Background: an optimization exercise with open tools, aiming at small area, a short achievable clock period and few clock cycles per item. Do not read the settings as production practice. Where RTL was checked, it was by simulation tests only, not by an equivalence proof against the original. Function not checked in runs 1 to 3: the RTL went through the layout flow alone. Power figures rest on the tool's default switching activity, not on a simulated workload.

==> flow/design.v <==
package stl_pkg;
	localparam int TEXT_MAX_DEF = 256;
	localparam int RQ_DEPTH = 3;
	localparam logic [3:0] K_TEXT    = 4'd0;
	localparam logic [3:0] K_NAME    = 4'd1;
	localparam logic [3:0] K_NUMBER  = 4'd2;
	localparam logic [3:0] K_STRING  = 4'd3;
	localparam logic [3:0] K_SYMBOL  = 4'd4;
	localparam logic [3:0] K_EQ      = 4'd5;
	localparam logic [3:0] K_GE      = 4'd6;
	localparam logic [3:0] K_LE      = 4'd7;
	localparam logic [3:0] K_NEWLINE = 4'd8;
	localparam logic [3:0] K_LINE    = 4'd9;
	typedef struct packed {
		logic lf;       
		logic letter;   
		logic digit;    
		logic und;      
		logic dot;      
		logic dq;       
		logic sq;       
		logic bsl;      
		logic eq;       
		logic cmpch;    
		logic sym;      
		logic lf_sym;   
		logic rb;       
	} cls_t;
endpackage
import stl_pkg::*;
module stl_lexer #(
	parameter int TEXT_MAX = stl_pkg::TEXT_MAX_DEF
) (
	input  logic        clk,
	input  logic        arst_n,
	input  logic        in_v,
	input  logic [7:0]  in_c,
	input  logic        in_end,
	input  logic        in_nl,
	input  stl_pkg::cls_t cls,
	input  logic [2:0]  q_v,
	input  logic        num_pend,
	output logic        consume,
	output logic [1:0]  push_cnt,
	output logic [3:0]  r0_kind,
	output logic [8:0]  r0_val,
	output logic [3:0]  r1_kind,
	output logic [8:0]  r1_val,
	output logic [47:0] mant,
	output logic [3:0]  frac
);
	localparam int CNT_W = $clog2(TEXT_MAX + 1);
	localparam logic [CNT_W-1:0] CNT_MAX = CNT_W'(TEXT_MAX);
	localparam logic [47:0] MANT_MAX = {48{1'b1}};
	function automatic logic [7:0] decode_escape(input logic [7:0] c);
		logic [7:0] r;
		unique case (c)
			8'h30: r = 8'h00;
			8'h62: r = 8'h08;
			8'h6E: r = 8'h0A;
			8'h72: r = 8'h0D;
			8'h74: r = 8'h09;
			default: r = c;
		endcase
		decode_escape = r;
	endfunction
	logic             m_name_q, m_int_q, m_frac_q, m_str_q, m_cmp_q;
	logic             m_name_n, m_int_n, m_frac_n, m_str_n, m_cmp_n;
	logic             m_idle;
	logic             sq_q, sq_n;      
	logic [1:0]       cmp_q, cmp_n;    
	logic             esc_q, esc_n;
	logic [47:0]      digit_q, digit_n;
	logic [3:0]       frac_q, frac_n;
	logic [CNT_W-1:0] text_q, text_n;
	logic [7:0]       c;
	logic [8:0]       cmp_val;
	logic [51:0]      mac;
	logic [47:0]      digit_add;
	logic [CNT_W-1:0] text_inc;
	logic [3:0]       frac_inc;
	logic             run_idle;
	logic             ra_v, rb_v;
	logic [3:0]       ra_k, rb_k;
	logic [8:0]       ra_b, rb_b;
	logic             two, stall;
	assign c       = in_c;
	assign cmp_val = {7'b0001111, cmp_q};
	assign m_idle  = !(m_name_q || m_int_q || m_frac_q || m_str_q || m_cmp_q);
	assign mant = digit_q;
	assign frac = frac_q;
	always_comb begin
		two = (m_name_q && cls.lf_sym) || ((m_int_q || m_frac_q || m_cmp_q) && cls.rb);
		stall = q_v[2] || (q_v[1] && two) ||
			(num_pend && cls.digit && (m_idle || m_cmp_q));
		consume = in_v && !stall;
	end
	always_comb begin
		mac       = {1'b0, digit_q, 3'b0} + {3'b0, digit_q, 1'b0} + {48'b0, c[3:0]};
		digit_add = (mac > {4'b0, MANT_MAX}) ? MANT_MAX : mac[47:0];
		text_inc  = (text_q < CNT_MAX) ? text_q + CNT_W'(1) : text_q;
		frac_inc  = (frac_q != 4'd15) ? frac_q + 4'd1 : frac_q;
		m_name_n = m_name_q;
		m_int_n  = m_int_q;
		m_frac_n = m_frac_q;
		m_str_n  = m_str_q;
		m_cmp_n  = m_cmp_q;
		sq_n     = sq_q;
		cmp_n    = cmp_q;
		esc_n    = esc_q;
		digit_n  = digit_q;
		frac_n   = frac_q;
		text_n   = text_q;
		run_idle = 1'b0;
		ra_v     = 1'b0;
		rb_v     = 1'b0;
		ra_k     = K_TEXT;
		ra_b     = 9'd0;
		rb_k     = K_TEXT;
		rb_b     = 9'd0;
		if (in_end) begin
			if (m_name_q) begin
				ra_v = 1'b1;
				ra_k = K_NAME;
				ra_b = 9'(text_q);
			end
			if (m_int_q || m_frac_q) begin
				ra_v = 1'b1;
				ra_k = K_NUMBER;
			end
			if (m_str_q) begin
				ra_v = 1'b1;
				ra_k = K_STRING;
				ra_b = 9'(text_q);
			end
			if (m_cmp_q) begin
				ra_v = 1'b1;
				ra_k = K_SYMBOL;
				ra_b = cmp_val;
			end
			m_name_n = 1'b0;
			m_int_n  = 1'b0;
			m_frac_n = 1'b0;
			m_str_n  = 1'b0;
			m_cmp_n  = 1'b0;
			esc_n    = 1'b0;
		end else begin
			if (m_idle) begin
				run_idle = 1'b1;
			end
			if (m_name_q) begin
				if (cls.letter || cls.digit || cls.und) begin
					text_n = text_inc;
					ra_v   = 1'b1;
					ra_k   = K_TEXT;
					ra_b   = {1'b0, c};
				end else begin
					ra_v     = 1'b1;
					ra_k     = K_NAME;
					ra_b     = 9'(text_q);
					run_idle = 1'b1;
				end
			end
			if (m_int_q) begin
				if (cls.digit) begin
					digit_n = digit_add;
				end else if (cls.dot) begin
					m_int_n  = 1'b0;
					m_frac_n = 1'b1;
				end else begin
					ra_v     = 1'b1;
					ra_k     = K_NUMBER;
					run_idle = 1'b1;
				end
			end
			if (m_frac_q) begin
				if (cls.digit) begin
					digit_n = digit_add;
					frac_n  = frac_inc;
				end else begin
					ra_v     = 1'b1;
					ra_k     = K_NUMBER;
					run_idle = 1'b1;
				end
			end
			if (m_str_q) begin
				if (esc_q) begin
					esc_n  = 1'b0;
					text_n = text_inc;
					ra_v   = 1'b1;
					ra_k   = K_TEXT;
					ra_b   = {1'b0, decode_escape(c)};
				end else if (sq_q ? cls.sq : cls.dq) begin
					ra_v    = 1'b1;
					ra_k    = K_STRING;
					ra_b    = 9'(text_q);
					m_str_n = 1'b0;
				end else if (cls.bsl) begin
					esc_n = 1'b1;
				end else begin
					text_n = text_inc;
					ra_v   = 1'b1;
					ra_k   = K_TEXT;
					ra_b   = {1'b0, c};
				end
			end
			if (m_cmp_q) begin
				m_cmp_n = 1'b0;
				ra_v    = 1'b1;
				if (cls.eq) begin
					if (cmp_q == 2'b01) begin
						ra_k = K_EQ;
					end else if (cmp_q == 2'b10) begin
						ra_k = K_GE;
					end else begin
						ra_k = K_LE;
					end
				end else begin
					ra_k     = K_SYMBOL;
					ra_b     = cmp_val;
					run_idle = 1'b1;
				end
			end
			if (run_idle) begin
				m_name_n = 1'b0;
				m_int_n  = 1'b0;
				m_frac_n = 1'b0;
				m_str_n  = 1'b0;
				m_cmp_n  = 1'b0;
				if (cls.lf) begin
					rb_v = 1'b1;
					rb_k = in_nl ? K_NEWLINE : K_LINE;
				end else if (cls.letter) begin
					m_name_n = 1'b1;
					text_n   = CNT_W'(1);
					rb_v     = 1'b1;
					rb_k     = K_TEXT;
					rb_b     = {1'b0, c};
				end else if (cls.digit) begin
					m_int_n = 1'b1;
					digit_n = {44'd0, c[3:0]};
					frac_n  = 4'd0;
				end else if (cls.dq || cls.sq) begin
					m_str_n = 1'b1;
					sq_n    = cls.sq;
					esc_n   = 1'b0;
					text_n  = '0;
				end else if (cls.cmpch) begin
					m_cmp_n = 1'b1;
					cmp_n   = c[1:0];
				end else if (cls.sym) begin
					rb_v = 1'b1;
					rb_k = K_SYMBOL;
					rb_b = {1'b0, c};
				end
			end
		end
		if (ra_v) begin
			r0_kind  = ra_k;
			r0_val   = ra_b;
			r1_kind  = rb_k;
			r1_val   = rb_b;
			push_cnt = !consume ? 2'd0 : rb_v ? 2'd2 : 2'd1;
		end else begin
			r0_kind  = rb_k;
			r0_val   = rb_b;
			r1_kind  = rb_k;
			r1_val   = rb_b;
			push_cnt = (consume && rb_v) ? 2'd1 : 2'd0;
		end
	end
	always_ff @(posedge clk or negedge arst_n) begin
		if (!arst_n) begin
			m_name_q <= 1'b0;
			m_int_q  <= 1'b0;
			m_frac_q <= 1'b0;
			m_str_q  <= 1'b0;
			m_cmp_q  <= 1'b0;
		end else if (consume) begin
			m_name_q <= m_name_n;
			m_int_q  <= m_int_n;
			m_frac_q <= m_frac_n;
			m_str_q  <= m_str_n;
			m_cmp_q  <= m_cmp_n;
		end
	end
	always_ff @(posedge clk) begin
		if (consume) begin
			sq_q    <= sq_n;
			cmp_q   <= cmp_n;
			esc_q   <= esc_n;
			digit_q <= digit_n;
			frac_q  <= frac_n;
			text_q  <= text_n;
		end
	end
endmodule
import stl_pkg::*;
module stl_res_fifo (
	input  logic        clk,
	input  logic        arst_n,
	input  logic [1:0]  push_cnt,
	input  logic [3:0]  r0_kind,
	input  logic [8:0]  r0_val,
	input  logic [3:0]  r1_kind,
	input  logic [8:0]  r1_val,
	output logic [2:0]  q_v,
	output logic        num_pend,
	output logic        out_valid,
	input  logic        out_stall,
	output logic [3:0]  head_kind,
	output logic [8:0]  head_val,
	output logic [19:0] head_line
);
	localparam int D = RQ_DEPTH;
	localparam logic [19:0] LINE_MAX = {20{1'b1}};
	logic [D-1:0] v_q;
	logic [3:0]   k_q [0:D-1];
	logic [8:0]   b_q [0:D-1];
	logic [19:0]  line_q;
	logic         num_q;
	logic         pop;
	logic [D-1:0] v_n;
	logic [3:0]   k_n [0:D-1];
	logic [8:0]   b_n [0:D-1];
	logic         head_load;
	logic         push_num;
	logic [1:0]   keep;
	assign out_valid = v_q[0] && k_q[0] != K_LINE;
	assign pop       = v_q[0] && (!out_stall || k_q[0] == K_LINE);
	assign head_kind = k_q[0];
	assign head_val  = b_q[0];
	assign head_line = line_q;
	assign num_pend  = num_q;
	assign q_v       = v_q;
	always_comb begin
		keep  = 2'(v_q[0]) + 2'(v_q[1]) + 2'(v_q[2]) - 2'(pop);
		for (int i = 0; i < D; i++) begin
			if (pop) begin
				v_n[i] = (i + 1 < D) ? v_q[(i + 1) % D] : 1'b0;
				k_n[i] = (i + 1 < D) ? k_q[(i + 1) % D] : k_q[i];
				b_n[i] = (i + 1 < D) ? b_q[(i + 1) % D] : b_q[i];
			end else begin
				v_n[i] = v_q[i];
				k_n[i] = k_q[i];
				b_n[i] = b_q[i];
			end
			if (push_cnt != 2'd0 && 32'(keep) == i) begin
				v_n[i] = 1'b1;
				k_n[i] = r0_kind;
				b_n[i] = r0_val;
			end
			if (push_cnt == 2'd2 && 32'(keep) + 1 == i) begin
				v_n[i] = 1'b1;
				k_n[i] = r1_kind;
				b_n[i] = r1_val;
			end
		end
		head_load = v_n[0] && (pop || !v_q[0]);
		push_num  = push_cnt != 2'd0 && r0_kind == K_NUMBER;
	end
	always_ff @(posedge clk or negedge arst_n) begin
		if (!arst_n) begin
			v_q    <= '0;
			line_q <= 20'd1;
			num_q  <= 1'b0;
		end else begin
			v_q <= v_n;
			if (head_load && k_n[0][3] && line_q != LINE_MAX) begin
				line_q <= line_q + 20'd1;
			end
			num_q <= (num_q && !(pop && k_q[0] == K_NUMBER)) || push_num;
		end
	end
	always_ff @(posedge clk) begin
		for (int i = 0; i < D; i++) begin
			k_q[i] <= k_n[i];
			b_q[i] <= b_n[i];
		end
	end
endmodule
import stl_pkg::*;
module script_token_lexer_top #(
	parameter int TEXT_MAX = stl_pkg::TEXT_MAX_DEF
) (
	input  logic              clk,
	input  logic              arst_n,
	input  logic              in_valid,
	output logic              in_stall,
	input  logic [8:0]        in_item,
	output logic              out_valid,
	input  logic              out_stall,
	output logic [92:0]       out_item,
	input  logic              cfg_valid,
	output logic              cfg_ready,
	input  logic              cfg_data
);
	function automatic stl_pkg::cls_t classify(input logic [7:0] c, input logic is_end);
		stl_pkg::cls_t k;
		logic sym;
		unique case (c)
			8'h2B, 8'h2D, 8'h2A, 8'h2F, 8'h25, 8'h2C, 8'h3B, 8'h3A,
			8'h28, 8'h29, 8'h5B, 8'h5D, 8'h7B, 8'h7D: sym = 1'b1;
			default: sym = 1'b0;
		endcase
		k.lf     = c == 8'h0A;
		k.letter = (c >= 8'h61 && c <= 8'h7A) || (c >= 8'h41 && c <= 8'h5A);
		k.digit  = c >= 8'h30 && c <= 8'h39;
		k.und    = c == 8'h5F;
		k.dot    = c == 8'h2E;
		k.dq     = c == 8'h22;
		k.sq     = c == 8'h27;
		k.bsl    = c == 8'h5C;
		k.eq     = c == 8'h3D;
		k.cmpch  = c == 8'h3D || c == 8'h3C || c == 8'h3E;
		k.sym    = sym;
		k.lf_sym = k.lf || sym;
		k.rb     = k.lf || k.letter || sym;
		classify = is_end ? '0 : k;
	endfunction
	logic        nl_en_q;
	logic        in_v_q;
	logic [7:0]  in_c_q;
	logic        in_end_q;
	logic        in_nl_q;
	stl_pkg::cls_t in_cls_q;
	logic        accept;
	logic        consume;
	logic [2:0]  q_v;
	logic        num_pend;
	logic [1:0]  push_cnt;
	logic [3:0]  r0_kind, r1_kind;
	logic [8:0]  r0_val, r1_val;
	logic [47:0] mant;
	logic [3:0]  frac;
	logic [3:0]  head_kind;
	logic [8:0]  head_val;
	logic [19:0] head_line;
	logic        is_num, is_len;
	assign cfg_ready = 1'b1;
	assign in_stall  = in_v_q && !consume;
	assign accept    = in_valid && !in_stall;
	always_ff @(posedge clk or negedge arst_n) begin
		if (!arst_n) begin
			nl_en_q <= 1'b0;
			in_v_q  <= 1'b0;
		end else begin
			if (cfg_valid) begin
				nl_en_q <= cfg_data;
			end
			in_v_q <= accept || (in_v_q && !consume);
		end
	end
	always_ff @(posedge clk) begin
		if (accept) begin
			in_c_q   <= in_item[8:1];
			in_end_q <= in_item[0];
			in_nl_q  <= nl_en_q;
			in_cls_q <= classify(in_item[8:1], in_item[0]);
		end
	end
	stl_lexer #(
		.TEXT_MAX(TEXT_MAX)
	) u_lexer (
		.clk      (clk),
		.arst_n   (arst_n),
		.in_v     (in_v_q),
		.in_c     (in_c_q),
		.in_end   (in_end_q),
		.in_nl    (in_nl_q),
		.cls      (in_cls_q),
		.q_v      (q_v),
		.num_pend (num_pend),
		.consume  (consume),
		.push_cnt (push_cnt),
		.r0_kind  (r0_kind),
		.r0_val   (r0_val),
		.r1_kind  (r1_kind),
		.r1_val   (r1_val),
		.mant     (mant),
		.frac     (frac)
	);
	stl_res_fifo u_fifo (
		.clk      (clk),
		.arst_n   (arst_n),
		.push_cnt (push_cnt),
		.r0_kind  (r0_kind),
		.r0_val   (r0_val),
		.r1_kind  (r1_kind),
		.r1_val   (r1_val),
		.q_v      (q_v),
		.num_pend (num_pend),
		.out_valid(out_valid),
		.out_stall(out_stall),
		.head_kind(head_kind),
		.head_val (head_val),
		.head_line(head_line)
	);
	assign is_num = head_kind == K_NUMBER;
	assign is_len = head_kind == K_NAME || head_kind == K_STRING;
	assign out_item = {head_kind, is_len ? 8'd0 : head_val[7:0],
		is_num ? mant : 48'd0, is_num ? frac : 4'd0,
		is_len ? head_val : 9'd0, head_line};
endmodule
==> flow/run.sh <==
#!/bin/bash
# synth_recipe.tcl (not shown) runs the flow's synth.tcl, then flattens the netlist and writes it again
# the make line also repeats each setting of config.mk as NAME=value (left out here)
make -C /OpenROAD-flow-scripts/flow DESIGN_CONFIG=/design/flow/config.mk WORK_HOME=/design/flow/orfs CLKGATE_MAP_FILE= SYNTH_SCRIPT=/design/flow/synth_recipe.tcl finish
==> flow/config.mk <==
export PLATFORM = sky130hd
export DESIGN_NAME = script_token_lexer_top
export DESIGN_NICKNAME = script_token_lexer_top
export VERILOG_FILES = /design/flow/design.v
export SDC_FILE = /design/flow/constraint.sdc
export NUM_CORES = 4
export LEC_CHECK = 0
export ABC_CLOCK_PERIOD_IN_PS = 3000
export CAP_MARGIN = 20
export CORE_MARGIN = 2
export CORE_UTILIZATION = 40
export SETUP_SLACK_MARGIN = 2.0
export SLEW_MARGIN = 20
==> flow/constraint.sdc <==
create_clock -name core_clock -period 5.0 [get_ports {clk}]
set_input_delay 1.0000 -clock core_clock [delete_from_list [all_inputs] [get_ports {clk}]]
set_output_delay 1.0000 -clock core_clock [all_outputs]
set_load 0.01 [all_outputs]
==> flow_summary.ini, run 1 <==
[outcome]
outcome = complete, no violations

[logic_synthesis]
synth_ff_type = edfxtp_1
synthSimpleGateAreaFrac = 0.184
avgSynthCellArea_um2 = 9.57
syn_nets = 1392
synth_top_family_by_area = compound AO/OA/AOI/OAI gates
synth-xor-area-share = 0.0502
ys_seq_elements = 158
synth_compound_area_frac = 0.226
ys_warn_count = 7
synthMuxAreaShare = 0.0186
synth-edff-count = 126
seq_area_frac_synth = 0.375
synth_area_leaders = edfxtp_1 (31%), ha_1 (10%), dfrtp_1 (6.1%), and2_1 (4.0%), a221o_1 (3.7%)
synth_common_cells = edfxtp_1 (126), nand2_1 (108), ha_1 (99), nor2_1 (82), and2_1 (79)
synthesis.instances = 1275
synthDistinctLibCells = 90
async_flop_share = 0.196
syn_area_um2 = 12200
synth_top_area_share = 0.310
yosysMostFrequentCell = edfxtp_1
synth.largest_area_cell = edfxtp_1
synth-adder-area-share = 0.106

[placed_design]
gp_congestion = 0.913
numPortBuffers = 109
placed_cell_area_um2 = 13700
dp_hpwl_mm = 23.8

[setup_path]
critical-path-top-cell-by-count = or4_4
cp_max_fo = 5
crit_path_top_delay_cell = fa_1
slowest_delay_ps = 550
end_kind = flop
crit_chain = fa_1 -> fa_2 -> a211oi_4 -> o211ai_1 -> a31oi_2 -> o22ai_4 -> or4_4 -> nand3_4 -> nand4bb_4 -> or4_4 -> o221a_1
reg2reg_from = in_c_q[3]
cp_data_required_time_ps = 5190
r2r_end = u_lexer.digit_q[1]
crit_type = reg -> reg
rrSetupSlack_ps = 1070
ff2ff_path_depth = 11
cp-start-kind = flop
worst-endpoint-arrival_ps = 4120

[cts]
root_buffer = clkbuf_16
clk-insertion-delay-late_ps = 440
cts_tree = yes
htree_levels = 4
cts.sinks = 158
cts_buffers = 17
postCtsHoldBufs = 0
clockBufferDepth = 2
path_clk_slew_ps = 70

[floorplanning]
ios = 111
rows = 63
die_x_um = 179
coreArea_um2 = 29900
die_area_um2 = 31900
initial_core_util = 0.409
die_h_um = 179

[routing]
via_per_inst = 6.04
first_pass_iters = 6
avgRoutedWirePerCell_um = 21.0
drc = 0
drt_iter0_drc = 981
num_vias = 11248
wirelength_mm = 39.1
ant_nets = 0

[layout]
fin_nets = 1575
fin_area_um2 = 16400
area_growth_pct = 34.1
drive_above_1_share = 0.281

[power]
power_frac_comb = 0.693
p_int_mw = 6.81
ir_worst_vdd_v = 0.000325
p_sw_mw = 6.00
clkPwrFrac = 0.105
p_sw_frac = 0.468
p_per_area_nw_per_um2 = 782
seqPwrFrac = 0.202
p_leak_nw = 6.61

[worst_hold_path]
min_path_type = reg -> reg
min_to = in_nl_q
hold_path_startpoint = nl_en_q
holdPathStages = 0

[timing]
min_period_over_period = 0.786
max_freq_mhz = 255
hold_violations = 0
skew_ps = 8.29
post-route-min-period_ps = 3930
slew-limit-headroom = 0.301
rsz0062_at_grt = true
worstMarginPinSlew_ps = 1050
setup_viol = 0
fin_setup_tns_ps = 0
slew_violations = 0

[grt]
grt_pass1_wl_mm = 59.1
grt_pass1_vias = 10555
grt_overflow = 0
grt_max_degree = 53
antenna_found_initial = 1
grt_usage = 0.239

[flow_run]
drv_cap = 0
worst max-delay path by stage:
| stage | to | cells after the start | startpoint | slack, ps |
|---|---|---|---|---|
| 6_report | u_lexer.digit_q[1] | 11 | in_c_q[3] | 1070 |
| 5_1_grt | u_lexer.digit_q[1] | 11 | u_lexer.digit_q[2] | 970 |
| 3_5_place_dp | u_lexer.digit_q[1] | 11 | in_c_q[3] | 750 |
| 2_1_floorplan | u_lexer.digit_q[37] | 13 | in_c_q[3] | 1360 |
| 3_3_place_gp | u_fifo.line_q[19] | 14 | out_stall | 830 |
| 4_1_cts | u_lexer.digit_q[1] | 11 | u_lexer.digit_q[0] | 1030 |
sequential cells by signal, indices dropped and copies added (netlist names), 2 cells and up:
name	flops
u_lexer.cmp_q	2
u_lexer.frac_q	4
u_fifo.b_q	27
in_c_q	8
u_lexer.digit_q	48
u_fifo.v_q	3
u_fifo.k_q	12
u_fifo.line_q	20
u_lexer.text_q	9
in_cls_q	13
power groups by stage:
stage,sequential (mW),combinational [mW],clock (mW)
floorplan,2.41,5.09,0
CTS,2.57,7.82,1.35
finish,2.59,8.87,1.35
global placement,2.61,6.63,0
global route,2.65,9.56,1.41
detailed placement,2.61,6.68,0
stage by stage:
step | instances | hold WS, ps | setup slack (ps) | total power, mW | utilization
finish | 1862 | 463 | 1070 | 12.8 | 0.548
global route | 1861 | 474 | 967 | 13.6 | 0.548
CTS | 1827 | 469 | 1030 | 11.7 | 0.517
detailed placement | 1709 | 454 | 748 | 9.29 | 0.460
global placement | 1709 | 438 | 827 | 9.24 | 0.460
floorplan | 1275 | 421 | 1360 | 7.50 | -
kinds of logic after synthesis:
kind of cell,Yosys count
buffers and inverters,111
DFF,158
adders and majority gates,102
xor gates and xnor gates,70
AOI/OAI and AO/OA,386
and+or+nand+nor,427
other,1
muxes,20
per-layer routing:
layer  wire length [um]  track usage
met5                  0            0
met3               2660       0.0450
met1              17300        0.335
met2              17800        0.360
met4               1290        0.102
cell usage in the layout (no fill, tap or decap), types with 10 or more instances in the layout:
master / n
a211oi_1: 11
nor2b_1: 14
mux2_2: 10
a31oi_1: 13
nand2_2: 11
a21oi_1: 71
nor3_1: 17
a21o_1: 21
dfrtp_1: 25
nand4_1: 24
o21bai_1: 10
nand2b_1: 15
o21ai_0: 58
o31ai_1: 10
and2_1: 29
clkdlybuf4s50_1: 38
and3_1: 16
buf_4: 60
nand2_1: 91
a221o_1: 45
ha_1: 91
buf_6: 90
edfxtp_1: 126
nand3_1: 17
xor2_1: 21
xnor2_1: 47
o21ai_1: 14
clkbuf_16: 20
inv_1: 30
nor2_1: 74
o21a_1: 15
and2_4: 56
timing repair:
action                     in CTS  in global routing
buffers inserted               69                 28
cloned                         17                  6
pin swaps                      36                 57
setup endpoints to repair     246                240
resized for setup             316                235
critical path: cells and delay by family, from the launching register on:
kind	cells	cell delay [ps]
AO/OA/AOI/OAI	5	1130
adder cells (fa/ha/maj)	2	960
AND/OR/NAND/NOR	4	1150
flip-flops	1	440
final cells by class:
cell class | instances | area, um^2
antenna | 1 | 2.50
clock buffer | 20 | 457
clock inverter | 12 | 131
fill | 2570 | 13500
inverter | 33 | 136
multi-input combinational | 1015 | 8100
sequential | 158 | 4590
tap | 390 | 488
timing repair buffer | 233 | 2470
==> run 2, diff against run 1 <==
--- a/flow/design.v
+++ b/flow/design.v
@@ -54,2 +54,27 @@
 	localparam logic [47:0] MANT_MAX = {48{1'b1}};
+	function automatic logic [47:0] mul10_add(input logic [47:0] x, input logic [3:0] d);
+		logic [50:0] a, b, g, p, gg, pp, y;
+		logic        cin;
+		cin = d[3];
+		a   = {1'b0, x, (d[3] ? 2'b11 : d[2:1])};
+		b   = {3'b0, x};
+		g   = a & b;
+		p   = a ^ b;
+		gg  = g;
+		pp  = p;
+		gg[0] = g[0] | (p[0] & cin);
+		for (int l = 0; l < 6; l++) begin
+			for (int i = 50; i >= 0; i--) begin
+				if (((i >> l) & 1) == 1 && ((i >> l) << l) >= 1) begin
+					gg[i] = gg[i] | (pp[i] & gg[((i >> l) << l) - 1]);
+					pp[i] = pp[i] & pp[((i >> l) << l) - 1];
+				end
+			end
+		end
+		y[0] = p[0] ^ cin;
+		for (int i = 1; i < 51; i++) begin
+			y[i] = p[i] ^ gg[i - 1];
+		end
+		mul10_add = (y[50:47] != 4'd0) ? MANT_MAX : {y[46:0], d[0]};
+	endfunction
 	function automatic logic [7:0] decode_escape(input logic [7:0] c);
@@ -77,3 +102,2 @@
 	logic [8:0]       cmp_val;
-	logic [51:0]      mac;
 	logic [47:0]      digit_add;
@@ -98,4 +122,3 @@
 	always_comb begin
-		mac       = {1'b0, digit_q, 3'b0} + {3'b0, digit_q, 1'b0} + {48'b0, c[3:0]};
-		digit_add = (mac > {4'b0, MANT_MAX}) ? MANT_MAX : mac[47:0];
+		digit_add = mul10_add(digit_q, c[3:0]);
 		text_inc  = (text_q < CNT_MAX) ? text_q + CNT_W'(1) : text_q;
==> run 2 against run 1 <==
Still clean on timing, DRC and antenna. Largest power group unchanged. Worst hold slack got worse by 5.2 ps. Largest cell class unchanged. Critical path depth grew 4. Via count shrank 16%. Utilization rose by 3.5 points.
==> flow_summary.ini, run 2 <==
[outcome]
outcome = complete, no violations

[placed_design]
pre_cts_slack_ps = 626
numPortBuffers = 109
dp_hpwl_mm = 19.5
placed_cell_area_um2 = 12300
gp_congestion = 0.914

[cts]
path_clk_slew_ps = 70
root_buffer = clkbuf_16
cts_buffers = 17
cts_tree = yes
clk-insertion-delay-late_ps = 430
cts.sinks = 158
postCtsHoldBufs = 0
clockBufferDepth = 2
htree_levels = 4

[timing]
setup_viol = 0
worstMarginPinSlew_ps = 1020
max_freq_mhz = 284
rsz0062_at_grt = true
skew_ps = 19.0
slew_violations = 0
hold_violations = 0
slew-limit-headroom = 0.311
finalWorstSetupSlack_ps = 1480
post-route-min-period_ps = 3520
fin_setup_tns_ps = 0
min_period_over_period = 0.705

[logic_synthesis]
async_flop_share = 0.196
yosysMostFrequentCell = edfxtp_1
syn_area_um2 = 10500
ys_warn_count = 7
seq_area_frac_synth = 0.435
synth-edff-count = 126
syn_nets = 1149
ys_seq_elements = 158
synth_area_leaders = edfxtp_1 (36%), dfrtp_1 (7.1%), ha_1 (6.1%), o21ai_0 (4.4%), and2_1 (4.2%)
synth_common_cells = edfxtp_1 (126), o21ai_0 (93), nand2_1 (87), a21oi_1 (81), and2_1 (70)
synthDistinctLibCells = 82
synthesis.instances = 1076
synth_top_area_share = 0.359
synth_ff_type = edfxtp_1
synth.largest_area_cell = edfxtp_1
avgSynthCellArea_um2 = 9.79

[setup_path]
crit_buf_inv = 2
slowest_delay_ps = 460
worst-endpoint-arrival_ps = 3700
reg2reg_from = in_c_q[1]
end_kind = flop
rrSetupSlack_ps = 1480
cp_data_required_time_ps = 5170
crit_type = reg -> reg
crit_path_top_delay_cell = edfxtp_1
ff2ff_path_depth = 15
cp_max_fo = 8
r2r_end = u_lexer.digit_q[0]
cp-start-kind = flop
crit_chain = or2_4 -> ha_4 -> a21oi_4 -> fa_2 -> nor2b_2 -> o211a_1 -> o31a_1 -> o211ai_1 -> a21bo_2 -> o21bai_4 -> a311oi_4 -> buf_6 -> buf_12 -> nor2_1 -> o32a_1
path_delay_family = compound AO/OA/AOI/OAI gates

[routing]
first_pass_iters = 7
wl_met2_mm = 16.4
met3_length_mm = 1.48
ant_nets = 0
avgRoutedWirePerCell_um = 20.0
num_vias = 9437
wl_met1_mm = 14.2
drt_iter0_drc = 667
drc = 0
wirelength_mm = 32.8
top_layer = met4
via_per_inst = 5.73

[grt]
grt_pass1_vias = 9130
grt_usage = 0.228
grt_overflow = 0
grt_pass1_wl_mm = 50.6
antenna_found_initial = 0
grt_max_degree = 60

[layout]
largest_register_ffs = 48
fillers = 2189
n_antenna_cell = 0
top_register = u_lexer.digit_q
drive_above_1_share = 0.348
fin_area_um2 = 15100
reg_top3 = u_lexer.digit_q x48, u_fifo.b_q x27, u_fifo.line_q x20
area_growth_pct = 43.8
layout_common_cells = edfxtp_1 (126), buf_6 (96), o21ai_0 (76)
regArea_um2 = 4590
multi_input_area_um2 = 6720
fin_nets = 1371
layout_commonest_cell = edfxtp_1

[worst_hold_path]
hold_path_startpoint = nl_en_q
min_path_type = reg -> reg
holdPathStages = 0
min_to = in_nl_q

[floorplanning]
die_x_um = 166
die_area_um2 = 27600
coreArea_um2 = 26000
initial_core_util = 0.405
die_h_um = 166
ios = 111
rows = 59

[flow_run]
drv_cap = 0

[power]
p_leak_nw = 6.08
ir_worst_vdd_v = 0.000259
p_per_area_nw_per_um2 = 677
run 2: cell count changes after synthesis, sizes merged, moves of 14 or more:
cell    before  now
ha          99   51
a221o       45    6
nand2      108   87
clkbuf      56   39
nand4       24   10
run 2: layout make-up:
cell class,instances,share of cell area
Clock buffer,20,0.0323
Clock inverter,12,0.00752
Inverter,36,0.00967
Multi-Input combinational cell,840,0.444
Sequential cell,158,0.303
Tap cell,335,0.0277
Timing Repair Buffer,245,0.176
run 2: worst max-delay path by stage:
| stage | start | to | slack, ps | cells past startpoint |
|---|---|---|---|---|
| global placement | out_stall | u_fifo.line_q[18] | 710 | 14 |
| global route | u_lexer.digit_q[15] | u_lexer.digit_q[0] | 1330 | 12 |
| detailed placement | out_stall | u_fifo.line_q[10] | 630 | 14 |
| floorplan | out_stall | u_fifo.line_q[18] | 1410 | 13 |
| CTS | in_c_q[1] | u_lexer.digit_q[0] | 1460 | 15 |
| finish | in_c_q[1] | u_lexer.digit_q[0] | 1480 | 15 |
run 2: through the flow:
step | cells | hold WS, ps | power [mW] | utilization
floorplan | 1076 | 421 | 5.85 | -
global placement | 1485 | 437 | 7.08 | 0.473
detailed placement | 1485 | 442 | 7.14 | 0.473
CTS | 1603 | 458 | 9.40 | 0.541
global route | 1646 | 479 | 10.9 | 0.583
finish | 1646 | 458 | 10.2 | 0.583
run 2: timing repair:
item | CTS | global route
gates cloned | 15 | 6
resized for setup | 334 | 232
buffers inserted | 71 | 37
pin swaps | 44 | 65
endpoints found under the setup margin | 212 | 208
run 2: logic make-up after synthesis:
kind of cell | synth area share
compound gates | 0.195
buf+inv | 0.0318
simple gates | 0.191
flops | 0.435
fa+ha+maj | 0.0739
mux | 0.0202
xor+xnor | 0.0532
other cells | 0.000356
run 2: where the power goes:
part,leakage (nW),total (mW),switching (mW),internal [mW]
sequential,1.60,2.64,0.507,2.13
clock,0.299,1.36,0.626,0.731
combinational,4.18,6.25,3.36,2.89
total,6.08,10.2,4.49,5.76
run 2: metal layers:
metal  vias to the layer above  track usage
li1                       4484            -
met1                      4638        0.304
met2                       259        0.370
met3                        56       0.0396
met4                         0       0.0892
met5                         -            0
==> run 3, diff against run 2 <==
--- a/flow/design.v
+++ b/flow/design.v
@@ -335,2 +335,4 @@
 	output logic [8:0]  head_val,
+	output logic        head_num,
+	output logic        head_len,
 	output logic [19:0] head_line
@@ -344,2 +346,3 @@
 	logic         num_q;
+	logic         ov_q, hnum_q, hlen_q;
 	logic         pop;
@@ -351,3 +354,5 @@
 	logic [1:0]   keep;
-	assign out_valid = v_q[0] && k_q[0] != K_LINE;
+	assign out_valid = ov_q;
+	assign head_num  = hnum_q;
+	assign head_len  = hlen_q;
 	assign pop       = v_q[0] && (!out_stall || k_q[0] == K_LINE);
@@ -387,2 +392,3 @@
 			v_q    <= '0;
+			ov_q   <= 1'b0;
 			line_q <= 20'd1;
@@ -390,3 +396,4 @@
 		end else begin
-			v_q <= v_n;
+			v_q  <= v_n;
+			ov_q <= v_n[0] && k_n[0] != K_LINE;
 			if (head_load && k_n[0][3] && line_q != LINE_MAX) begin
@@ -402,2 +409,4 @@
 		end
+		hnum_q <= k_n[0] == K_NUMBER;
+		hlen_q <= k_n[0] == K_NAME || k_n[0] == K_STRING;
 	end
@@ -519,6 +528,6 @@
 		.head_val (head_val),
+		.head_num (is_num),
+		.head_len (is_len),
 		.head_line(head_line)
 	);
-	assign is_num = head_kind == K_NUMBER;
-	assign is_len = head_kind == K_NAME || head_kind == K_STRING;
 	assign out_item = {head_kind, is_len ? 8'd0 : head_val[7:0],
--- a/flow/config.mk
+++ b/flow/config.mk
@@ -7,7 +7,6 @@
 export LEC_CHECK = 0
-export ABC_CLOCK_PERIOD_IN_PS = 3000
 export CAP_MARGIN = 20
 export CORE_MARGIN = 2
-export CORE_UTILIZATION = 40
-export SETUP_SLACK_MARGIN = 2.0
+export CORE_UTILIZATION = 65
+export CTS_BUF_LIST = sky130_fd_sc_hd__clkbuf_4 sky130_fd_sc_hd__clkbuf_8
 export SLEW_MARGIN = 20
==> run 3 against run 2 <==
Setup slack got worse by 580 ps. Synthesized area increased by 2.3%. Flip-flop and latch count increased by 3. Clock power decreased by 25%. Sequential share of layout area increased by 6.8 points. Design area decreased by 18%. Final cell count decreased by 12%.
==> flow_summary.ini, run 3 <==
[setup_path]
rrSetupSlack_ps = 970
worst-endpoint-arrival_ps = 4490
slowest_delay_ps = 450
crit_chain = clkdlybuf4s50_1 -> nor2b_1 -> nand2b_1 -> inv_1 -> ha_1 -> fa_1 -> xor2_1 -> nand2_1 -> nor2_1 -> o21ai_4 -> a22o_1 -> a211oi_2 -> buf_4 -> mux2_2
cp_max_fo = 24
crit_buf_inv = 3
crit_path_top_delay_cell = clkdlybuf4s50_1
ff2ff_path_depth = 13
path_delay_family = buffers and inverters
cp_data_required_time_ps = 5380
cp-start-kind = primary input
cp.depth = 14
end_kind = flop
r2r_end = u_lexer.digit_q[16]
crit_type = in -> reg
reg2reg_from = in_c_q[3]

[logic_synthesis]
synth_top_area_share = 0.343
synth_ff_type = edfxtp_1
synthDistinctLibCells = 81
ys_warn_count = 7
syn_area_um2 = 10800
seq_area_frac_synth = 0.428
async_flop_share = 0.199
synth_common_cells = edfxtp_1 (123), o21ai_0 (103), a21oi_1 (93), nand2_1 (93), nor2_1 (72)
syn_nets = 1208
synth.largest_area_cell = edfxtp_1
ys_seq_elements = 161
synthesis.instances = 1135
synth_area_leaders = edfxtp_1 (34%), dfrtp_1 (7.2%), ha_1 (5.9%), o21ai_0 (4.8%), a21oi_1 (4.3%)
yosysMostFrequentCell = edfxtp_1
avgSynthCellArea_um2 = 9.49
synth-edff-count = 123

[timing]
finalWorstSetupSlack_ps = 893
max_freq_mhz = 243
worstMarginPinSlew_ps = 960
fin_setup_tns_ps = 0
slew-limit-headroom = 0.360
hold_slack_ps = 492
post-route-min-period_ps = 4110
skew_ps = 14.8
min_period_over_period = 0.821
hold_violations = 0
slew_violations = 0
rsz0062_at_grt = false
setup_viol = 0

[layout]
fillers = 1158
top_register = u_lexer.digit_q
largest_register_ffs = 48
n_antenna_cell = 0
reg_top3 = u_lexer.digit_q x48, u_fifo.b_q x27, u_fifo.line_q x20
fin_area_um2 = 12400
area_growth_pct = 15.5
fin_nets = 1295
layout_common_cells = edfxtp_1 (123), clkdlybuf4s50_1 (109), o21ai_0 (103)
layout_commonest_cell = edfxtp_1
drive_above_1_share = 0.0656

[placed_design]
placed_cell_area_um2 = 12000
numPortBuffers = 109
dp_hpwl_mm = 18.9
gp_congestion = 0.965
pre_cts_slack_ps = 404

[routing]
num_vias = 9149
first_pass_iters = 6
via_per_inst = 6.29
wirelength_mm = 26.4
drt_iter0_drc = 1002
avgRoutedWirePerCell_um = 18.2
ant_nets = 0
drc = 0

[cts]
cts_buffers = 17
clk-insertion-delay-late_ps = 490
postCtsHoldBufs = 0
clockBufferDepth = 2
root_buffer = clkbuf_8
cts_setup_buffers = 0
cts.sinks = 161
htree_levels = 4
cts-resized-gates = 0
path_clk_slew_ps = 100
cts_tree = yes

[power]
p_leak_nw = 4.37
p_per_area_nw_per_um2 = 199
power.total_mw = 2.48
p_sw_frac = 0.247
ir_worst_vdd_v = 0.000185
seqPwrFrac = 0.575
power_frac_comb = 0.014
clkPwrFrac = 0.411
p_int_mw = 1.87
p_sw_mw = 0.611

[floorplanning]
die_x_um = 133
die_area_um2 = 17600
initial_core_util = 0.657
ios = 111
coreArea_um2 = 16400
rows = 47
die_h_um = 133

[grt]
grt_pass1_vias = 8499
grt_overflow = 0
antenna_found_initial = 0
grt_max_degree = 48
grt_pass1_wl_mm = 43.6
grt_usage = 0.307

[worst_hold_path]
hold_path_startpoint = nl_en_q
holdPathStages = 0
min_to = in_nl_q
min_path_type = reg -> reg

[flow_run]
drv_cap = 0

[outcome]
outcome = complete, no violations
-- run 3: cell count changes after synthesis, moves of 6 or more --
| cell | change |
|---|---|
| a211oi_1 | +8 |
| a21oi_1 | +12 |
| inv_1 | -8 |
| mux2i_1 | -7 |
| nand2_1 | +6 |
| nand2b_1 | +14 |
| nand4_1 | +10 |
| nor2b_1 | +8 |
| nor4_1 | +8 |
| o21ai_0 | +10 |
| o22ai_1 | +6 |
| xnor2_1 | -7 |
-- run 3: power by group through the flow --
stage / Sequential, mW / Combinational [mW] / Clock (mW)
after global placement: 1.45 / 0.0338 / 0
after floorplan: 1.45 / 0.0140 / 0
final: 1.42 / 0.0346 / 1.02
after global routing: 1.42 / 0.0390 / 1.08
after detailed placement: 1.45 / 0.0349 / 0
after CTS: 1.42 / 0.0349 / 1.02
-- run 3: worst reg2reg max path: stages (launching register included) --
cell	delay, ps
edfxtp_1	530
or2_2	180
ha_1	130
a21oi_1	50
fa_1	420
nand2b_1	210
a211oi_1	350
o2111ai_1	190
a21oi_1	330
o21ai_0	230
a311oi_1	580
nor3_2	100
buf_4	240
a221oi_1	300
-- run 3: kinds of logic (layout without fill, tap and decap cells) --
group | after synthesis | after routing | synth area share
flops | 161 | 161 | 0.428
simple gates | 423 | 423 | 0.209
compound gates | 335 | 335 | 0.197
other cells | 1 | 1 | 0.000348
mux | 10 | 10 | 0.0105
xor+xnor | 60 | 60 | 0.0488
buf+inv | 87 | 187 | 0.0338
fa+ha+maj | 58 | 58 | 0.0722
-- run 3: area by class of cell --
cell class	instances	area, um^2	share of cell area
clock buffer	17	234	0.0188
clock inverter	15	186	0.0150
multi-input combinational	887	5800	0.466
timing repair buffer	126	1220	0.0979
inverter	29	109	0.00875
tap	220	275	0.0221
sequential	161	4620	0.371
-- run 3: worst max-delay path by stage --
stage	slack [ps]	to	start
final	890	u_fifo.line_q[1]	out_stall
after global placement	580	u_fifo.line_q[1]	out_stall
after CTS	910	u_fifo.line_q[1]	out_stall
after floorplan	800	u_fifo.b_q[1][0]	out_stall
after detailed placement	400	u_fifo.line_q[1]	out_stall
after global routing	680	u_lexer.digit_q[5]	in_c_q[3]
-- run 3: routing by layer --
metal | GRT usage | vias up | share of wire
met3 | 0.0498 | 56 | 0.077
li1 | - | 4391 | -
met2 | 0.473 | 427 | 0.45
met5 | 0 | - | 0
met1 | 0.435 | 4275 | 0.44
met4 | 0.130 | 0 | 0.030
-- run 3: per-stage QoR --
stage               instances  utilization
CTS                      1455        0.758
floorplan                1135            -
global route             1455        0.758
global placement         1423        0.733
finish                   1455        0.758
detailed placement       1423        0.733
==> run 4, diff against run 3 <==
--- a/flow/design.v
+++ b/flow/design.v
@@ -54,2 +54,3 @@
 	localparam logic [47:0] MANT_MAX = {48{1'b1}};
+	localparam logic [47:0] SAT_K    = 48'd28147497671065;   
 	function automatic logic [47:0] mul10_add(input logic [47:0] x, input logic [3:0] d);
@@ -77,3 +78,4 @@
 		end
-		mul10_add = (y[50:47] != 4'd0) ? MANT_MAX : {y[46:0], d[0]};
+		mul10_add = (x > SAT_K || (x == SAT_K && d[3:1] >= 3'd3)) ? MANT_MAX
+			: {y[46:0], d[0]};
 	endfunction
@@ -339,7 +341,11 @@
 );
-	localparam int D = RQ_DEPTH;
 	localparam logic [19:0] LINE_MAX = {20{1'b1}};
-	logic [D-1:0] v_q;
-	logic [3:0]   k_q [0:D-1];
-	logic [8:0]   b_q [0:D-1];
+	function automatic logic is_num(input logic [3:0] k);
+		is_num = k == K_NUMBER;
+	endfunction
+	function automatic logic is_len(input logic [3:0] k);
+		is_len = k == K_NAME || k == K_STRING;
+	endfunction
+	logic [2:0]   v_q;
+	logic [12:0]  e_q [0:2];    
 	logic [19:0]  line_q;
@@ -348,14 +354,16 @@
 	logic         pop;
-	logic [D-1:0] v_n;
-	logic [3:0]   k_n [0:D-1];
-	logic [8:0]   b_n [0:D-1];
-	logic         head_load;
-	logic         push_num;
-	logic [1:0]   keep;
+	logic         p1, p2;       
+	logic [12:0]  r0, r1;
+	logic [2:0]   v_s, v_p;     
+	logic [12:0]  e_s [0:2];
+	logic [12:0]  e_p [0:2];
+	logic [3:0]   hk_s, hk_p;   
+	logic         inc_s, inc_p;
+	logic [19:0]  line_inc;
 	assign out_valid = ov_q;
+	assign pop       = v_q[0] && (!out_stall || e_q[0][12:9] == K_LINE);
+	assign head_kind = e_q[0][12:9];
+	assign head_val  = e_q[0][8:0];
 	assign head_num  = hnum_q;
 	assign head_len  = hlen_q;
-	assign pop       = v_q[0] && (!out_stall || k_q[0] == K_LINE);
-	assign head_kind = k_q[0];
-	assign head_val  = b_q[0];
 	assign head_line = line_q;
@@ -364,26 +372,23 @@
 	always_comb begin
-		keep  = 2'(v_q[0]) + 2'(v_q[1]) + 2'(v_q[2]) - 2'(pop);
-		for (int i = 0; i < D; i++) begin
-			if (pop) begin
-				v_n[i] = (i + 1 < D) ? v_q[(i + 1) % D] : 1'b0;
-				k_n[i] = (i + 1 < D) ? k_q[(i + 1) % D] : k_q[i];
-				b_n[i] = (i + 1 < D) ? b_q[(i + 1) % D] : b_q[i];
-			end else begin
-				v_n[i] = v_q[i];
-				k_n[i] = k_q[i];
-				b_n[i] = b_q[i];
-			end
-			if (push_cnt != 2'd0 && 32'(keep) == i) begin
-				v_n[i] = 1'b1;
-				k_n[i] = r0_kind;
-				b_n[i] = r0_val;
-			end
-			if (push_cnt == 2'd2 && 32'(keep) + 1 == i) begin
-				v_n[i] = 1'b1;
-				k_n[i] = r1_kind;
-				b_n[i] = r1_val;
-			end
-		end
-		head_load = v_n[0] && (pop || !v_q[0]);
-		push_num  = push_cnt != 2'd0 && r0_kind == K_NUMBER;
+		p1 = push_cnt != 2'd0;
+		p2 = push_cnt == 2'd2;
+		r0 = {r0_kind, r0_val};
+		r1 = {r1_kind, r1_val};
+		v_s[0] = v_q[0] || p1;
+		v_s[1] = v_q[1] || (v_q[0] && p1) || p2;
+		v_s[2] = v_q[2] || (v_q[1] && p1) || (v_q[0] && p2);
+		e_s[0] = v_q[0] ? e_q[0] : r0;
+		e_s[1] = v_q[1] ? e_q[1] : (v_q[0] ? r0 : r1);
+		e_s[2] = v_q[2] ? e_q[2] : (v_q[1] ? r0 : r1);
+		v_p[0] = v_q[1] || p1;
+		v_p[1] = v_q[2] || (v_q[1] && p1) || p2;
+		v_p[2] = (v_q[2] && p1) || (v_q[1] && p2);
+		e_p[0] = v_q[1] ? e_q[1] : r0;
+		e_p[1] = v_q[2] ? e_q[2] : (v_q[1] ? r0 : r1);
+		e_p[2] = v_q[2] ? r0 : r1;
+		hk_s  = e_s[0][12:9];
+		hk_p  = e_p[0][12:9];
+		inc_s = !v_q[0] && p1 && r0_kind[3];
+		inc_p = v_q[1] ? e_q[1][12] : (p1 && r0_kind[3]);
+		line_inc = (line_q != LINE_MAX) ? line_q + 20'd1 : line_q;
 	end
@@ -396,8 +401,13 @@
 		end else begin
-			v_q  <= v_n;
-			ov_q <= v_n[0] && k_n[0] != K_LINE;
-			if (head_load && k_n[0][3] && line_q != LINE_MAX) begin
-				line_q <= line_q + 20'd1;
+			if (pop) begin
+				v_q    <= v_p;
+				ov_q   <= v_p[0] && hk_p != K_LINE;
+				line_q <= inc_p ? line_inc : line_q;
+			end else begin
+				v_q    <= v_s;
+				ov_q   <= v_s[0] && hk_s != K_LINE;
+				line_q <= inc_s ? line_inc : line_q;
 			end
-			num_q <= (num_q && !(pop && k_q[0] == K_NUMBER)) || push_num;
+			num_q <= (num_q && !(pop && e_q[0][12:9] == K_NUMBER)) ||
+				(p1 && r0_kind == K_NUMBER);
 		end
@@ -405,8 +415,7 @@
 	always_ff @(posedge clk) begin
-		for (int i = 0; i < D; i++) begin
-			k_q[i] <= k_n[i];
-			b_q[i] <= b_n[i];
+		for (int i = 0; i < 3; i++) begin
+			e_q[i] <= pop ? e_p[i] : e_s[i];
 		end
-		hnum_q <= k_n[0] == K_NUMBER;
-		hlen_q <= k_n[0] == K_NAME || k_n[0] == K_STRING;
+		hnum_q <= pop ? is_num(hk_p) : is_num(hk_s);
+		hlen_q <= pop ? is_len(hk_p) : is_len(hk_s);
 	end
==> run 4 against run 3 <==
Still clean on timing, DRC and antenna. Non-clock buffer count shrank 4. First-iteration DRC count rose by 1.1%. Fmax rose by 5.6%. Synthesized cell count rose by 10%. Via count is 12% higher. Total power grew to 3.3 times the previous value. Setup slack better by 220 ps.
==> flow_summary.ini, run 4 <==
[routing]
drt_iter0_drc = 1013
via_per_inst = 6.55
first_pass_iters = 5
avgRoutedWirePerCell_um = 18.8
wirelength_mm = 29.3
num_vias = 10224
drc = 0
ant_nets = 0

[layout]
layout_common_cells = nand2_1 (123), a21oi_1 (110), edfxtp_1 (110)
n_antenna_cell = 0
fin_nets = 1393
final_util = 0.753
top_register = u_lexer.digit_q
layout_commonest_cell = nand2_1
largest_register_ffs = 48
fin_area_um2 = 12900
drive_above_1_share = 0.0666
area_growth_pct = 14.4
reg_top3 = u_lexer.digit_q x48, u_fifo.e_q x39, u_fifo.line_q x20
instances_no_fill = 1562

[logic_synthesis]
ys_warn_count = 6
async_flop_share = 0.199
synth-edff-count = 110
synth_top_area_share = 0.292
synth_common_cells = nand2_1 (123), a21oi_1 (111), edfxtp_1 (110), nor2_1 (95), o21ai_0 (94)
ys_seq_elements = 161
synth_area_leaders = edfxtp_1 (29%), dfrtp_1 (6.9%), ha_1 (5.3%), a21oi_1 (4.9%), o21ai_0 (4.2%)
syn_area_um2 = 11300
synthesis.instances = 1253
syn_nets = 1322
avgSynthCellArea_um2 = 9.03
synth_ff_type = edfxtp_1
synth.largest_area_cell = edfxtp_1
synthDistinctLibCells = 99
seq_area_frac_synth = 0.397
yosysMostFrequentCell = nand2_1

[power]
seqPwrFrac = 0.326
p_sw_mw = 3.83
p_sw_frac = 0.463
p_leak_nw = 4.90
p_int_mw = 4.45
p_per_area_nw_per_um2 = 640
ir_worst_vdd_v = 0.000320
power.total_mw = 8.27
clkPwrFrac = 0.124
power_frac_comb = 0.550

[setup_path]
path_delay_family = compound AO/OA/AOI/OAI gates
crit_type = reg -> reg
cp-start-kind = flop
crit_path_top_delay_cell = edfxtp_1
rrSetupSlack_ps = 1110
end_kind = flop
cp_max_fo = 15
crit_chain = or2_1 -> ha_1 -> a21oi_1 -> fa_1 -> nor2b_1 -> o2111ai_1 -> a211o_1 -> a2111oi_4 -> or2_2 -> a21boi_2 -> fa_1 -> xor2_1 -> a21oi_1
crit_buf_inv = 0
slowest_delay_ps = 700
cp_data_required_time_ps = 5240
worst-endpoint-arrival_ps = 4130

[flow_run]
drv_cap = 0

[timing]
hold_violations = 0
fin_setup_tns_ps = 0
rsz0062_at_grt = false
slew-limit-headroom = 0.295
skew_ps = 22.7
max_freq_mhz = 257
worstMarginPinSlew_ps = 1060
post-route-min-period_ps = 3890
min_period_over_period = 0.778
slew_violations = 0
setup_viol = 0

[grt]
antenna_found_initial = 0
grt_pass1_vias = 9320
grt_pass1_wl_mm = 47.1
grt_overflow = 0
grt_max_degree = 53
grt_usage = 0.321

[floorplanning]
coreArea_um2 = 17200
initial_core_util = 0.658
ios = 111
rows = 48
die_x_um = 136
die_area_um2 = 18500
die_h_um = 136

[cts]
cts_buffers = 17
clk-insertion-delay-late_ps = 490
htree_levels = 4
postCtsHoldBufs = 0
clockBufferDepth = 2
cts.sinks = 161
cts_tree = yes
root_buffer = clkbuf_8
path_clk_slew_ps = 110
cts_setup_buffers = 0
cts-resized-gates = 0

[placed_design]
placed_cell_area_um2 = 12500
dp.cells = 1530
gp_congestion = 0.938
numPortBuffers = 109
dp_hpwl_mm = 20.8

[worst_hold_path]
min_path_type = reg -> reg

[outcome]
outcome = complete, no violations
## run 4: power groups by stage
stage	sequential (mW)	combinational [mW]	clock (mW)
final	2.70	4.55	1.03
after global routing	2.76	5.03	1.08
after floorplan	2.43	3.45	0
after CTS	2.67	4.49	1.03
after detailed placement	2.70	4.46	0
after global placement	2.68	4.33	0
## run 4: layout make-up
type	instances	area, um^2
clock buffer	18	248
clock inverter	14	164
fill	1288	4240
inverter	29	109
multi-input combinational	993	6440
sequential	161	4490
tap	225	282
timing repair buffer	122	1210
## run 4: path summary, 6_finish.rpt
kind	startpoint	endpoint	cells past startpoint
max	in_c_q[1]	u_lexer.digit_q[34]	13
max in group asynchronous	arst_n	u_fifo.line_q[0]	2
min in group asynchronous	arst_n	u_fifo.line_q[2]	2
min reg2reg	nl_en_q	in_nl_q	0
min	nl_en_q	in_nl_q	0
max reg2reg	in_c_q[1]	u_lexer.digit_q[34]	13
## run 4: kinds of logic after synthesis
| group | Yosys count | share of synthesized area |
|---|---|---|
| adder cells (fa/ha/maj) | 54 | 0.0637 |
| multiplexers | 15 | 0.0138 |
| buffers and inverters | 99 | 0.0356 |
| other | 1 | 0.000332 |
| AND/OR/NAND/NOR | 460 | 0.208 |
| XOR/XNOR | 65 | 0.0503 |
| flip-flops | 161 | 0.397 |
| AO/OA/AOI/OAI | 398 | 0.232 |
## run 4: layer usage
layer | track usage | part of all wire
met1 | 0.470 | 0.45
met2 | 0.493 | 0.45
met3 | 0.0567 | 0.086
met4 | 0.0868 | 0.018
met5 | 0 | 0
## run 4: per-stage QoR
stage | hold slack (ps) | setup slack, ps
6_report | 483 | 1110
5_1_grt | 502 | 868
4_1_cts | 483 | 1150
3_5_place_dp | 461 | 1140
3_3_place_gp | 456 | 1300
2_1_floorplan | 421 | 268
Testbench counts of run 4, summed over its fixed seeds: cycles 44,563, items 44,472.
==> run 5, diff against run 4 <==
--- a/flow/config.mk
+++ b/flow/config.mk
@@ -7,2 +7,3 @@
 export LEC_CHECK = 0
+export ABC_CLOCK_PERIOD_IN_PS = 2000
 export CAP_MARGIN = 20
@@ -11,2 +12,3 @@
 export CTS_BUF_LIST = sky130_fd_sc_hd__clkbuf_4 sky130_fd_sc_hd__clkbuf_8
+export SETUP_SLACK_MARGIN = 1.5
 export SLEW_MARGIN = 20
==> run 5 against run 4 <==
Synthesized area did not move. Total power up 2.2%. Setup slack gained 410 ps. Critical endpoint is now u_lexer.digit_q[33]. Highest routed layer unchanged.
==> flow_summary.ini, run 5 <==
[placed_design]
gp_congestion = 0.936
placed_cell_area_um2 = 12500
dp.cells = 1528
pre_cts_slack_ps = 1200
dp_hpwl_mm = 20.4
numPortBuffers = 109

[cts]
cts.sinks = 161
postCtsHoldBufs = 0
root_buffer = clkbuf_8
clk-insertion-delay-late_ps = 470
cts_tree = yes
path_clk_slew_ps = 90
clockBufferDepth = 2
htree_levels = 4
cts_buffers = 17

[timing]
hold_violations = 0
fin_setup_tns_ps = 0
finalWorstSetupSlack_ps = 1520
post-route-min-period_ps = 3480
min_period_over_period = 0.697
slew_violations = 0
setup_viol = 0
max_freq_mhz = 287
slew-limit-headroom = 0.287
worstMarginPinSlew_ps = 1070
skew_ps = 17.0
rsz0062_at_grt = true

[routing]
drt_iter0_drc = 1311
wirelength_mm = 30.3
drc = 0
first_pass_iters = 6
avgRoutedWirePerCell_um = 19.2
num_vias = 10451
via_per_inst = 6.62
ant_nets = 0

[worst_hold_path]
min_path_type = reg -> reg
hold_path_startpoint = nl_en_q
min_to = in_nl_q
holdPathStages = 0

[outcome]
outcome = complete, no violations

[layout]
fin_area_um2 = 13100
area_growth_pct = 16.2
fin_nets = 1410
multi_input_area_um2 = 6500
fillers = 1267
layout_commonest_cell = nand2_1
regArea_um2 = 4490
instances_no_fill = 1579
largest_register_ffs = 48
top_register = u_lexer.digit_q
reg_top3 = u_lexer.digit_q x48, u_fifo.e_q x39, u_fifo.line_q x20
drive_above_1_share = 0.0923
n_antenna_cell = 0
layout_common_cells = nand2_1 (120), edfxtp_1 (110), a21oi_1 (109), clkdlybuf4s50_1 (109), o21ai_0 (94)

[logic_synthesis]
seq_area_frac_synth = 0.397
syn_nets = 1322
ys_warn_count = 6
synth_common_cells = nand2_1 (123), a21oi_1 (111), edfxtp_1 (110), nor2_1 (95), o21ai_0 (94)
synth.largest_area_cell = edfxtp_1
avgSynthCellArea_um2 = 9.03
async_flop_share = 0.199
synth_area_leaders = edfxtp_1 (29%), dfrtp_1 (6.9%), ha_1 (5.3%), a21oi_1 (4.9%), o21ai_0 (4.2%)
synth-edff-count = 110
synthesis.instances = 1253
synth_top_area_share = 0.292
ys_seq_elements = 161
synthDistinctLibCells = 99
synth_ff_type = edfxtp_1
yosysMostFrequentCell = nand2_1
syn_area_um2 = 11300

[setup_path]
cp_max_fo = 5
reg2reg_from = u_lexer.digit_q[0]
crit_chain = ha_4 -> a21oi_2 -> fa_2 -> nor2b_4 -> o2111ai_2 -> a211o_1 -> a2111oi_4 -> or2_4 -> a21boi_4 -> fa_2 -> a31oi_1
crit_type = reg -> reg
end_kind = flop
rrSetupSlack_ps = 1520
cp-start-kind = flop
crit_path_top_delay_cell = fa_2
worst-endpoint-arrival_ps = 3690
ff2ff_path_depth = 11
critical-path-top-cell-by-count = fa_2
slowest_delay_ps = 540
r2r_end = u_lexer.digit_q[33]
cp_data_required_time_ps = 5210

[floorplanning]
ios = 111
coreArea_um2 = 17200
rows = 48
die_x_um = 136
die_area_um2 = 18500
die_h_um = 136
initial_core_util = 0.658

[grt]
antenna_found_initial = 0
grt_pass1_wl_mm = 47.6
grt_overflow = 0
grt_max_degree = 39
grt_usage = 0.324
grt_pass1_vias = 9461

[power]
p_per_area_nw_per_um2 = 643
power.total_mw = 8.45
ir_worst_vdd_v = 0.000326
p_leak_nw = 4.99

[flow_run]
drv_cap = 0
==> run 5: cell counts after synthesis <==
Identical to the previous run, type by type.
==> run 5: what timing repair did <==
item	4_1_cts	5_1_grt
pin swaps	0	5
endpoints found under the hold margin	0	0
endpoints found under the setup margin	36	17
buffers inserted	3	16
cloned	0	0
resized for setup	5	19
==> run 5: metrics by stage <==
stage	util	hold WS (ps)
floorplan	-	421
global placement	0.727	454
detailed placement	0.728	456
CTS	0.754	464
global route	0.765	485
finish	0.765	471
==> run 5: cells by family (layout without fill, tap and decap cells) <==
group	after synthesis	in the layout	share of synthesized area
fa+ha+maj	54	54	0.0637
xor+xnor	65	65	0.0503
compound gates	398	398	0.232
simple gates	460	460	0.208
mux	15	15	0.0138
other cells	1	1	0.000332
buf+inv	99	200	0.0356
flops	161	161	0.397
==> run 5: report_power, final <==
| part | internal [mW] | switching, mW |
|---|---|---|
| combinational | 1.95 | 2.75 |
| clock | 0.536 | 0.517 |
| sequential | 2.09 | 0.601 |
| total | 4.58 | 3.87 |
==> run 5: layer usage <==
metal	track usage	wire length [um]	vias up	share of wire
met5	0	0	-	0
met2	0.505	13800	583	0.46
met3	0.0634	2960	65	0.098
met4	0.0833	629	0	0.021
li1	-	-	4848	-
met1	0.466	12900	4955	0.43
==> run 5: worst max path at each step <==
stage	startpoint	end	slack, ps	cells past startpoint
6_report	u_lexer.digit_q[0]	u_lexer.digit_q[33]	1520	11
5_1_grt	u_lexer.digit_q[0]	u_lexer.digit_q[30]	1450	13
4_1_cts	u_lexer.digit_q[0]	u_lexer.digit_q[34]	1510	12
3_5_place_dp	in_c_q[1]	u_lexer.digit_q[34]	1200	13
3_3_place_gp	in_c_q[1]	u_lexer.digit_q[34]	1290	13
2_1_floorplan	in_c_q[3]	u_lexer.digit_q[34]	1800	12
==> run 5: critical path: cells and delay by family, from the launching register on <==
family | cells | cell delay [ps]
AO/OA/AOI/OAI | 6 | 1220
AND/OR/NAND/NOR | 2 | 360
flip-flops | 1 | 520
adder cells (fa/ha/maj) | 3 | 1140
==> run 5: layout make-up <==
type / instances / share of cell area
multi-input cells: 993 / 0.495
repair buffers: 139 / 0.101
clock buffers: 21 / 0.0210
clock inverters: 11 / 0.0111
inverters: 29 / 0.00829
well taps: 225 / 0.0214
flip-flops and latches: 161 / 0.342
==> run 6, diff against run 5 <==
==> flow/flow/run.sh (new file) <==
#!/bin/bash
# Layout flow: the standard flow, with the port buffers that placement
# inserts made plain buffers (sky130_fd_sc_hd__buf_2) instead of the
# delay cells buffer_ports picks by default. Everything else is the
# standard flow (standard.sh), synthesis included.
set -e
cp standard.sh standard_sh_copy.txt
export BUFFER_PORTS_ARGS="-buffer_cell sky130_fd_sc_hd__buf_2"
bash standard.sh > standard.log 2>&1
==> flow/standard.sh (new file) <==
#!/bin/bash
# synth_recipe.tcl (not shown) runs the flow's synth.tcl, then flattens the netlist and writes it again
# the make line also repeats each setting of config.mk as NAME=value (left out here)
make -C /OpenROAD-flow-scripts/flow DESIGN_CONFIG=/design/flow/config.mk WORK_HOME=/design/flow/orfs CLKGATE_MAP_FILE= SYNTH_SCRIPT=/design/flow/synth_recipe.tcl "${@:-finish}"
--- a/flow/config.mk
+++ b/flow/config.mk
@@ -7,3 +7,2 @@
 export LEC_CHECK = 0
-export ABC_CLOCK_PERIOD_IN_PS = 2000
 export CAP_MARGIN = 20
@@ -12,3 +11,2 @@
 export CTS_BUF_LIST = sky130_fd_sc_hd__clkbuf_4 sky130_fd_sc_hd__clkbuf_8
-export SETUP_SLACK_MARGIN = 1.5
 export SLEW_MARGIN = 20
removed: flow/run.sh
==> run 6 against run 5 <==
Synthesized cell count did not move. Wire length fell by 2.1%. Total power fell by 5.0%. Die area did not move. First-iteration DRC count fell by 24%. Combinational power fell by 5.7%. Register-to-register slack got worse by 300 ps. Clock skew rose by 0.97 ps. Critical path depth rose by 2. Critical path type unchanged. Critical endpoint is now u_lexer.digit_q[34].
==> flow_summary.ini, run 6 <==
[outcome]
outcome = complete, no violations

[routing]
ant_nets = 0
drc = 0
drt_iter0_drc = 990
first_pass_iters = 6
wirelength_mm = 29.6
avgRoutedWirePerCell_um = 18.9
via_per_inst = 6.49
num_vias = 10145

[grt]
grt_pass1_wl_mm = 48.2
grt_pass1_vias = 9359
grt_usage = 0.328
antenna_found_initial = 0
grt_max_degree = 53
grt_overflow = 0

[setup_path]
startpoint = in_c_q[1]
ff2ff_path_depth = 13
reg2reg_from = in_c_q[1]
crit_chain = or2_1 -> ha_1 -> a21oi_1 -> fa_1 -> nor2b_1 -> o2111ai_1 -> a211o_1 -> a2111oi_4 -> or2_2 -> a21boi_2 -> fa_1 -> xor2_1 -> a21oi_1
r2r_end = u_lexer.digit_q[34]
crit_path_top_delay_cell = edfxtp_1
crit_buf_inv = 0
worst-endpoint-arrival_ps = 4000
slowest_delay_ps = 650
end_kind = flop
cp-start-kind = flop
crit_type = reg -> reg
cp_data_required_time_ps = 5210
cp_max_fo = 15
cp-endpoint = u_lexer.digit_q[34]
cp.depth = 13
path_delay_family = compound AO/OA/AOI/OAI gates
rrSetupSlack_ps = 1210

[cts]
postCtsHoldBufs = 0
cts_setup_buffers = 0
cts-resized-gates = 0
path_clk_slew_ps = 110
cts_buffers = 17
cts_tree = yes
clockBufferDepth = 2
root_buffer = clkbuf_8
htree_levels = 4
cts.sinks = 161
clk-insertion-delay-late_ps = 480

[logic_synthesis]
ys_seq_elements = 161
synth.largest_area_cell = edfxtp_1
seq_area_frac_synth = 0.397
avgSynthCellArea_um2 = 9.03
synth_ff_type = edfxtp_1
synth_common_cells = nand2_1 (123), a21oi_1 (111), edfxtp_1 (110), nor2_1 (95), o21ai_0 (94)
synth-edff-count = 110
syn_nets = 1322
synthDistinctLibCells = 99
yosysMostFrequentCell = nand2_1
async_flop_share = 0.199
syn_area_um2 = 11300
synth_area_leaders = edfxtp_1 (29%), dfrtp_1 (6.9%), ha_1 (5.3%), a21oi_1 (4.9%), o21ai_0 (4.2%)
ys_warn_count = 6
synthesis.instances = 1253
synth_top_area_share = 0.292

[flow_run]
drv_cap = 0

[floorplanning]
coreArea_um2 = 17200
initial_core_util = 0.658
die_h_um = 136
ios = 111
rows = 48
die_area_um2 = 18500
die_x_um = 136

[power]
p_per_area_nw_per_um2 = 651
ir_worst_vdd_v = 0.000357
p_leak_nw = 5.05

[timing]
setup_viol = 0
skew_ps = 17.9
max_freq_mhz = 264
hold_violations = 0
fin_setup_tns_ps = 0
post-route-min-period_ps = 3790
hold_slack_ps = 475
slew_violations = 0
worstMarginPinSlew_ps = 1010
min_period_over_period = 0.757
slew-limit-headroom = 0.330
rsz0062_at_grt = false

[layout]
n_antenna_cell = 0
fin_area_um2 = 12300
layout_common_cells = nand2_1 (123), a21oi_1 (110), edfxtp_1 (110)
area_growth_pct = 9.08
fin_nets = 1395
drive_above_1_share = 0.149
reg_top3 = u_lexer.digit_q x48, u_fifo.e_q x39, u_fifo.line_q x20
layout_commonest_cell = nand2_1
top_register = u_lexer.digit_q
final_util = 0.718
regArea_um2 = 4490
fillers = 1405
largest_register_ffs = 48
multi_input_area_um2 = 6430

[worst_hold_path]
min_path_type = reg -> reg

[placed_design]
gp_congestion = 0.939
numPortBuffers = 109
dp_hpwl_mm = 20.6
placed_cell_area_um2 = 12000
[run 6: cells by family (layout without fill, tap and decap cells)]
group / count (synthesis) / after routing / synth area share
compound gates: 398 / 398 / 0.232
xor+xnor: 65 / 65 / 0.0503
fa+ha+maj: 54 / 54 / 0.0637
buf+inv: 99 / 185 / 0.0356
flops: 161 / 161 / 0.397
mux: 15 / 15 / 0.0138
other cells: 1 / 1 / 0.000332
simple gates: 460 / 460 / 0.208
[run 6: worst min-delay path by stage]
stage | start | end | slack, ps | depth (start not counted)
5_1_grt | nl_en_q | in_nl_q | 500 | 0
3_5_place_dp | nl_en_q | in_nl_q | 450 | 0
3_3_place_gp | nl_en_q | in_nl_q | 460 | 0
4_1_cts | u_fifo.e_q[2][12] | u_fifo.e_q[2][12] | 480 | 2
2_1_floorplan | nl_en_q | in_nl_q | 420 | 0
6_report | nl_en_q | in_nl_q | 480 | 0
[run 6: worst reg2reg max path, stage by stage, from the launching register on]
cell	delay [ps]
edfxtp_1	650
or2_1	210
ha_1	160
a21oi_1	50
fa_1	420
nor2b_1	150
o2111ai_1	180
a211o_1	370
a2111oi_4	400
or2_2	220
a21boi_2	110
fa_1	390
xor2_1	140
a21oi_1	80
[run 6: layout make-up]
type | instances | share of cell area
Timing Repair Buffer | 124 | 0.0534
Sequential cell | 161 | 0.364
Clock buffer | 17 | 0.0190
Inverter | 29 | 0.00882
Tap cell | 225 | 0.0228
Multi-Input combinational cell | 993 | 0.522
Clock inverter | 15 | 0.0109
[run 6: where the power goes]
part / leakage [nW] / internal (mW) / switching, mW / total (mW)
Clock: 0.191 / 0.369 / 0.573 / 0.941
Sequential: 1.65 / 2.09 / 0.570 / 2.66
Combinational: 3.21 / 1.74 / 2.69 / 4.43
Total: 5.05 / 4.19 / 3.84 / 8.03
[run 6: per-layer routing]
| layer | share of wire | wire length, um | vias up | GRT usage |
|---|---|---|---|---|
| met3 | 0.076 | 2240 | 50 | 0.0600 |
| met5 | 0 | 0 | - | 0 |
| met1 | 0.46 | 13600 | 4849 | 0.493 |
| met4 | 0.016 | 463 | 0 | 0.0775 |
| met2 | 0.45 | 13300 | 420 | 0.494 |
| li1 | - | - | 4826 | - |
[run 6: per-stage QoR]
| stage | cells | setup slack, ps | power, mW |
|---|---|---|---|
| global route | 1564 | 1010 | 8.68 |
| detailed placement | 1532 | 1230 | 7.01 |
| floorplan | 1253 | 268 | 5.87 |
| CTS | 1564 | 1240 | 7.97 |
| finish | 1564 | 1210 | 8.03 |
| global placement | 1532 | 1300 | 6.89 |

Setup slack of run 6, layout unchanged: 1.213 ns with ideal ports, 1.213 ns with driving cells assumed (clock clkbuf_16, inputs buf_2), 1.213 ns with port delays also shifted by the 0.504 ns mid clock arrival.
